This design comes from an exercise in tuning for small area, a short achievable clock period and few clock cycles per item on the open sky130 flow, not from production work.

== P ==
==> flow/design.v <==
package softmax_pkg;
  typedef logic [15:0] stream_word_t;
  typedef logic signed [15:0] lane_t;
  typedef logic [16*32-1:0] vec_t;
  typedef logic [17:0] sum_t;
  typedef logic [8-1:0] prob_t;
  typedef enum logic [1:0] {
    MODE_BYPASS  = 2'd0,
    MODE_SOFTMAX = 2'd1
  } mode_t;
endpackage
`timescale 1ns/1ps
module softmax_top (
  input  logic        clk,
  input  logic        rst_n,
  input  logic [15:0] fifo_data,
  input  logic        fifo_empty,
  output logic        rd_en,
  output logic [15:0] tx_data,
  output logic        tx_empty,
  input  logic        tx_fifo_en,
  input  logic [1:0]  control
);
  logic run;
  assign run = (control != 2'd0);
  logic [255:0] rx;         
  logic [95:0]  rf0, rf1;   
  logic [3:0]   ph, ph1;    
  logic [3:0]   wp;         
  logic [3:0]   rp;         
  logic [3:0]   opm;        
  logic         at_op;
  logic [3:0]   cnt;        
  logic [4:0]   rem;        
  logic         cpar;       
  logic [3:0]   lcnt;       
  logic         opar;       
  logic [5:0]   diff;       
  logic         empty_r;    
  logic         cons_q;     
  logic         in_ok_q;    
  logic         in_ok, take, cons, load, complete;
  logic [5:0]   cls_pair;
  assign ph1 = ph + 4'd1;
  always_ff @(posedge clk) begin
    rx  <= {take ? fifo_data : rx[15:0], rx[255:16]};
    rf0 <= {(cons & ~cpar) ? cls_pair : rf0[5:0], rf0[95:6]};
    rf1 <= {(cons &  cpar) ? cls_pair : rf1[5:0], rf1[95:6]};
    ph  <= ph1;
  end
  logic signed [7:0] mrun, mcur;
  logic signed [7:0] in_lo, in_hi, in_mx, new_mx;
  assign in_lo  = fifo_data[7:0];
  assign in_hi  = fifo_data[15:8];
  assign in_mx  = (in_hi > in_lo) ? in_hi : in_lo;
  assign new_mx = ((cnt == 4'd0) || (in_mx > mrun)) ? in_mx : mrun;
  always_ff @(posedge clk) begin
    if (take) begin
      mrun <= new_mx;
      if (cnt == 4'd15) mcur <= new_mx;
    end
  end
  logic [7:0] d_h0, d_h1;
  assign d_h0 = mcur - rx[7:0];
  assign d_h1 = mcur - rx[15:8];
  function automatic logic [2:0] cls_of(input logic [7:0] d);
    cls_of = (d < 8'd6) ? d[2:0] : 3'd6;
  endfunction
  function automatic logic [3:0] sat_of(input logic [7:0] d);
    sat_of = (d[7:4] != 4'd0) ? 4'd15 : d[3:0];
  endfunction
  function automatic logic [12:0] exp_of(input logic [3:0] d);
    exp_of = (d == 4'd0) ? 13'd4096 :
             (d == 4'd1) ? 13'd1507 :
             (d == 4'd2) ? 13'd554  :
             (d == 4'd3) ? 13'd204  :
             (d == 4'd4) ? 13'd75   :
             (d == 4'd5) ? 13'd28   :
             (d == 4'd6) ? 13'd10   :
             (d == 4'd7) ? 13'd4    :
             (d == 4'd8) ? 13'd1    :
             (d == 4'd9) ? 13'd1    : 13'd0;   
  endfunction
  assign cls_pair = {cls_of(d_h1), cls_of(d_h0)};
  logic [7:0]  dq;
  logic        s1_valid, s1_first, s1_last;
  logic [17:0] acc, acc_next, sdiv;
  logic        spend;     
  logic        dbusy;
  logic        start;
  always_ff @(posedge clk) begin
    dq       <= cons ? {sat_of(d_h1), sat_of(d_h0)} : 8'hff;
    s1_first <= cons & (rem == 5'd16);
    s1_last  <= (rem == 5'd1);
    acc      <= acc_next;
  end
  assign acc_next = (s1_first ? 18'd0 : acc)
                  + 18'(exp_of(dq[3:0])) + 18'(exp_of(dq[7:4]));
  assign start    = ~dbusy & (spend | (s1_valid & s1_last));
  always_ff @(posedge clk) begin
    if (start) sdiv <= acc_next;
  end
  assign cons     = cons_q;
  assign in_ok    = in_ok_q;
  assign take     = run & ~fifo_empty & in_ok;
  assign complete = take & (cnt == 4'd15);
  logic       pvalid;
  logic       pop;
  logic [3:0] ocnt;
  logic       av;
  logic [5:0] ad;
  assign pop  = run & tx_fifo_en & av & pvalid;
  assign load = (~av | pop) & (diff != 6'd0) & at_op;
  logic [3:0] cnt_n, wp_n, rp_n, opm_n;
  logic [4:0] rem_n;
  logic [5:0] diff_n;
  logic       empty_n, spend_n, dbusy_n, hold0_n, cons_n, in_ok_n;
  always_comb begin
    cnt_n  = take ? cnt + 4'd1 : cnt;
    wp_n   = take ? ph1 : wp;
    rem_n  = complete ? 5'd16 : (cons ? rem - 5'd1 : rem);
    rp_n   = (complete | cons) ? ph1 : rp;
    diff_n = diff + 6'(cons) - 6'(load);
    if (take && empty_r) opm_n = ph + 4'd13;    
    else if (load)       opm_n = ph1;
    else                 opm_n = opm;
    empty_n = (cnt_n == 4'd0) & (rem_n == 5'd0) & (diff_n == 6'd0);
    spend_n = start ? 1'b0 : ((s1_valid & s1_last) | spend);
    dbusy_n = start | (dbusy & ~xfer);
    hold0_n = spend_n | (cons & (rem == 5'd1) & dbusy_n);
    cons_n  = (rem_n != 5'd0) & (rp_n == ph1) & ~diff_n[5] & (~rem_n[4] | ~hold0_n);
    in_ok_n = empty_n | ((wp_n == ph1) & ((rem_n == 5'd0) | (rp_n != wp_n) | cons_n));
  end
  always_ff @(posedge clk) begin
    wp    <= wp_n;
    rp    <= rp_n;
    opm   <= opm_n;
    at_op <= (opm_n == ph1);
  end
  always_ff @(posedge clk or negedge rst_n) begin
    if (!rst_n) begin
      cnt      <= '0;
      rem      <= '0;
      diff     <= '0;
      cpar     <= 1'b0;
      s1_valid <= 1'b0;
      spend    <= 1'b0;
      empty_r  <= 1'b1;
      cons_q   <= 1'b0;
      in_ok_q  <= 1'b1;
    end else begin
      cnt      <= cnt_n;
      rem      <= rem_n;
      diff     <= diff_n;
      empty_r  <= empty_n;
      cons_q   <= cons_n;
      in_ok_q  <= in_ok_n;
      if (cons && rem == 5'd1) cpar <= ~cpar;
      s1_valid <= cons;
      spend    <= spend_n;
    end
  end
  logic [3:0]  k, k_n;
  logic        f0, fa9, fb7, f12;    
  logic [16:0] ra, rb;
  logic [12:0] qa, qb;
  logic [12:0] qa_n, qb_n;
  logic [16:0] ta, tb;
  logic [17:0] t2a, t2b;
  logic [18:0] sba, sbb;    
  logic        gea, geb;
  logic        ptab_free, xfer;
  always_comb begin
    ta = f0  ? 17'd2048 :     
         fa9 ? 17'd3264 :     
               ra;
    tb = f0  ? 17'd3014 :     
         fb7 ? 17'd2216 :     
               rb;
    t2a = {ta, 1'b0};
    t2b = {tb, 1'b0};
    sba = {1'b0, t2a} - {1'b0, sdiv};
    sbb = {1'b0, t2b} - {1'b0, sdiv};
    gea = ~sba[18];
    geb = ~sbb[18];
  end
  assign qa_n = {qa[11:0], gea};
  assign qb_n = {qb[11:0], geb};
  always_ff @(posedge clk) begin
    ra <= gea ? sba[16:0] : t2a[16:0];
    rb <= geb ? sbb[16:0] : t2b[16:0];
    qa <= qa_n;
    qb <= qb_n;
  end
  logic [2:0] q4;
  logic       q5;
  assign q4 = (sdiv <= 18'd4800)  ? 3'd4 :
              (sdiv <= 18'd6400)  ? 3'd3 :
              (sdiv <= 18'd9600)  ? 3'd2 :
              (sdiv <= 18'd19200) ? 3'd1 : 3'd0;
  assign q5 = (sdiv <= 18'd7168);
  assign xfer = dbusy & f12 & ptab_free;
  always_comb begin
    if (start)              k_n = 4'd0;
    else if (dbusy && f12)  k_n = 4'd0;       
    else if (dbusy)         k_n = k + 4'd1;
    else                    k_n = k;
  end
  always_ff @(posedge clk) begin
    k   <= k_n;
    f0  <= (k_n == 4'd0);
    fa9 <= (k_n == 4'd9);
    fb7 <= (k_n == 4'd7);
    f12 <= (k_n == 4'd12);
  end
  always_ff @(posedge clk or negedge rst_n) begin
    if (!rst_n) dbusy <= 1'b0;
    else        dbusy <= dbusy_n;
  end
  logic [7:0] p0;
  logic [6:0] p1;
  logic [5:0] p2;
  logic [3:0] p3;
  logic [2:0] p4;
  logic       p5;
  assign ptab_free = ~pvalid | (pop & (ocnt == 4'd15));
  always_ff @(posedge clk) begin
    if (xfer) begin
      p0 <= qa_n[12] ? 8'd255 : qa_n[11:4];
      p3 <= qa_n[3:0];
      p1 <= qb_n[12:6];
      p2 <= qb_n[5:0];
      p4 <= q4;
      p5 <= q5;
    end
  end
  logic [5:0] lpos_pair;
  assign lpos_pair = opar ? rf1[23:18] : rf0[23:18];    
  always_ff @(posedge clk) begin
    if (load) ad <= lpos_pair;
  end
  always_ff @(posedge clk or negedge rst_n) begin
    if (!rst_n) begin
      pvalid <= 1'b0;
      ocnt   <= '0;
      av     <= 1'b0;
      lcnt   <= '0;
      opar   <= 1'b0;
    end else begin
      if (pop) ocnt <= ocnt + 4'd1;
      if (xfer) pvalid <= 1'b1;
      else if (pop && ocnt == 4'd15) pvalid <= 1'b0;
      av <= load | (av & ~pop);
      if (load) begin
        lcnt <= lcnt + 4'd1;
        if (lcnt == 4'd15) opar <= ~opar;
      end
    end
  end
  function automatic logic [7:0] prob_of(input logic [2:0] c,
                                         input logic [7:0] q0, input logic [6:0] q1,
                                         input logic [5:0] q2, input logic [3:0] q3,
                                         input logic [2:0] q4, input logic q5);
    logic [7:0] r;
    case (c)
      3'd0:    r = q0;
      3'd1:    r = {1'b0, q1};
      3'd2:    r = {2'b0, q2};
      3'd3:    r = {4'b0, q3};
      3'd4:    r = {5'b0, q4};
      3'd5:    r = {7'b0, q5};
      default: r = 8'd0;
    endcase
    prob_of = r;
  endfunction
  logic [15:0] core_data;
  assign core_data = {prob_of(ad[5:3], p0, p1, p2, p3, p4, p5),
                      prob_of(ad[2:0], p0, p1, p2, p3, p4, p5)};
  assign rd_en    = run ? in_ok : tx_fifo_en;
  assign tx_data  = run ? core_data : fifo_data;
  assign tx_empty = run ? ~(av & pvalid) : fifo_empty;
endmodule
Settings: LEC_CHECK=0, CAP_MARGIN=20, CORE_MARGIN=2, CORE_UTILIZATION=65, CTS_BUF_LIST=sky130_fd_sc_hd__clkbuf_16, CTS_CLUSTER_DIAMETER=100, CTS_CLUSTER_SIZE=28, SETUP_SLACK_MARGIN=5.0, SLEW_MARGIN=20; clock period 10.0 ns.
standard.sh (not shown) runs the stock make flow with config.mk's settings and CLKGATE_MAP_FILE= SYNTH_SCRIPT=/design/flow/synth_recipe.tcl, a recipe that flattens the netlist after the stock synthesis.
==> flow/flow/run.sh <==
#!/bin/bash
# The standard layout (standard.sh), changed only in how hard and where the
# layout is optimised, not in the constraints it is signed off at:
#  - port buffers are sky130_fd_sc_hd__buf_4 instead of the delay cell buffer_ports picks
#    (every port still gets its own buffer),
#  - the pin placer keeps all pins on one edge (-exclude left:* -exclude right:* -exclude bottom:*), so the
#    bypass paths between input and output pins stay short.
# The full make output goes to make_flow.log; ORFS keeps each step's log
# under orfs/logs.
set -uo pipefail
sed -e 's/SETUP_SLACK_MARGIN=[0-9.]*/SETUP_SLACK_MARGIN=6.0 BUFFER_PORTS_ARGS="-buffer_cell sky130_fd_sc_hd__buf_4" PLACE_PINS_ARGS="-exclude left:* -exclude right:* -exclude bottom:*"/' standard.sh > standard_tuned.sh
bash standard_tuned.sh > make_flow.log 2>&1
status=$?
echo "standard flow exit $status"
exit $status
For Q, these inputs were changed with respect to P:
--- a/flow/design.v
+++ b/flow/design.v
@@ -223,22 +223,34 @@
   logic [3:0] p3;
   logic [2:0] p4;
   logic       p5;
   assign ptab_free = ~pvalid | (pop & (ocnt == 4'd15));
-  always_ff @(posedge clk) begin
-    if (xfer) begin
-      p0 <= qa_n[12] ? 8'd255 : qa_n[11:4];
-      p3 <= qa_n[3:0];
-      p1 <= qb_n[12:6];
-      p2 <= qb_n[5:0];
-      p4 <= q4;
-      p5 <= q5;
-    end
+  logic [7:0] p0_n;
+  logic [6:0] p1_n;
+  logic [5:0] p2_n;
+  logic [3:0] p3_n;
+  logic [2:0] p4_n;
+  logic       p5_n;
+  assign p0_n = xfer ? (qa_n[12] ? 8'd255 : qa_n[11:4]) : p0;
+  assign p3_n = xfer ? qa_n[3:0]  : p3;
+  assign p1_n = xfer ? qb_n[12:6] : p1;
+  assign p2_n = xfer ? qb_n[5:0]  : p2;
+  assign p4_n = xfer ? q4         : p4;
+  assign p5_n = xfer ? q5         : p5;
+  always_ff @(posedge clk) begin
+    p0 <= p0_n;
+    p1 <= p1_n;
+    p2 <= p2_n;
+    p3 <= p3_n;
+    p4 <= p4_n;
+    p5 <= p5_n;
   end
   logic [5:0] lpos_pair;
   assign lpos_pair = opar ? rf1[23:18] : rf0[23:18];    
-  always_ff @(posedge clk) begin
-    if (load) ad <= lpos_pair;
+  logic [5:0] ad_n;
+  assign ad_n = load ? lpos_pair : ad;
+  always_ff @(posedge clk) begin
+    ad <= ad_n;
   end
   always_ff @(posedge clk or negedge rst_n) begin
     if (!rst_n) begin
       pvalid <= 1'b0;
@@ -272,11 +284,19 @@
       default: r = 8'd0;
     endcase
     prob_of = r;
   endfunction
-  logic [15:0] core_data;
-  assign core_data = {prob_of(ad[5:3], p0, p1, p2, p3, p4, p5),
-                      prob_of(ad[2:0], p0, p1, p2, p3, p4, p5)};
+  logic [15:0] txq;
+  logic        offq;
+  always_ff @(posedge clk) begin
+    txq <= {prob_of(ad_n[5:3], p0_n, p1_n, p2_n, p3_n, p4_n, p5_n),
+            prob_of(ad_n[2:0], p0_n, p1_n, p2_n, p3_n, p4_n, p5_n)};
+  end
+  always_ff @(posedge clk or negedge rst_n) begin
+    if (!rst_n) offq <= 1'b0;
+    else        offq <= (load | (av & ~pop)) &
+                        (xfer | (pvalid & ~(pop & (ocnt == 4'd15))));
+  end
   assign rd_en    = run ? in_ok : tx_fifo_en;
-  assign tx_data  = run ? core_data : fifo_data;
-  assign tx_empty = run ? ~(av & pvalid) : fifo_empty;
+  assign tx_data  = run ? txq : fifo_data;
+  assign tx_empty = run ? ~offq : fifo_empty;
 endmodule
[summary]
- Looking at Q and P, the fraction of the mapped netlist area in adder cells is a wash.
- No run among Q and P stopped early or left any final violation; all are clean.
- NOTE synthesized netlist cell count P->Q increased by a few percent
- Vias: Q more than P
- Number of inverters outside the clock class in the layout (Q over P): increase, 24
- Side by side, shortest period the worst path allows turned out lower in Q than in P.
- Global-route usage was higher in P than in Q.
- Compared with P, cell area in Q increased slightly.
- Q gives more number of distinct library cells after synthesis than P did.
No functional check of the RTL was part of any run of this note.

-- separate check: timing with driven ports --
No port has a modelled driver above. Below, the same layouts with a new extraction and two added sets of constraints. Step 1 assumes that a clkbuf_16 drives the clock port and a buf_2 every other input. Step 2 moves the port delays by t, midway between the first and last clock arrival at a register: inputs arrive t later, outputs are due t later. That takes back most of the time a late clock gives input paths. Slacks: ideal / step 1 / step 2; pairs: ideal / step 1.
run	shift t [ns]	setup WS [ns]	worst setup path at the end
P	0.637	5.098 / 5.037 / 4.774	input to register
Q	0.632	5.143 / 5.100 / 4.595	input to register
After both steps every run listed still meets setup and hold. The setup slack of Q, which loses most, moves by -0.043 ns with the drivers and by -0.548 ns with both steps.
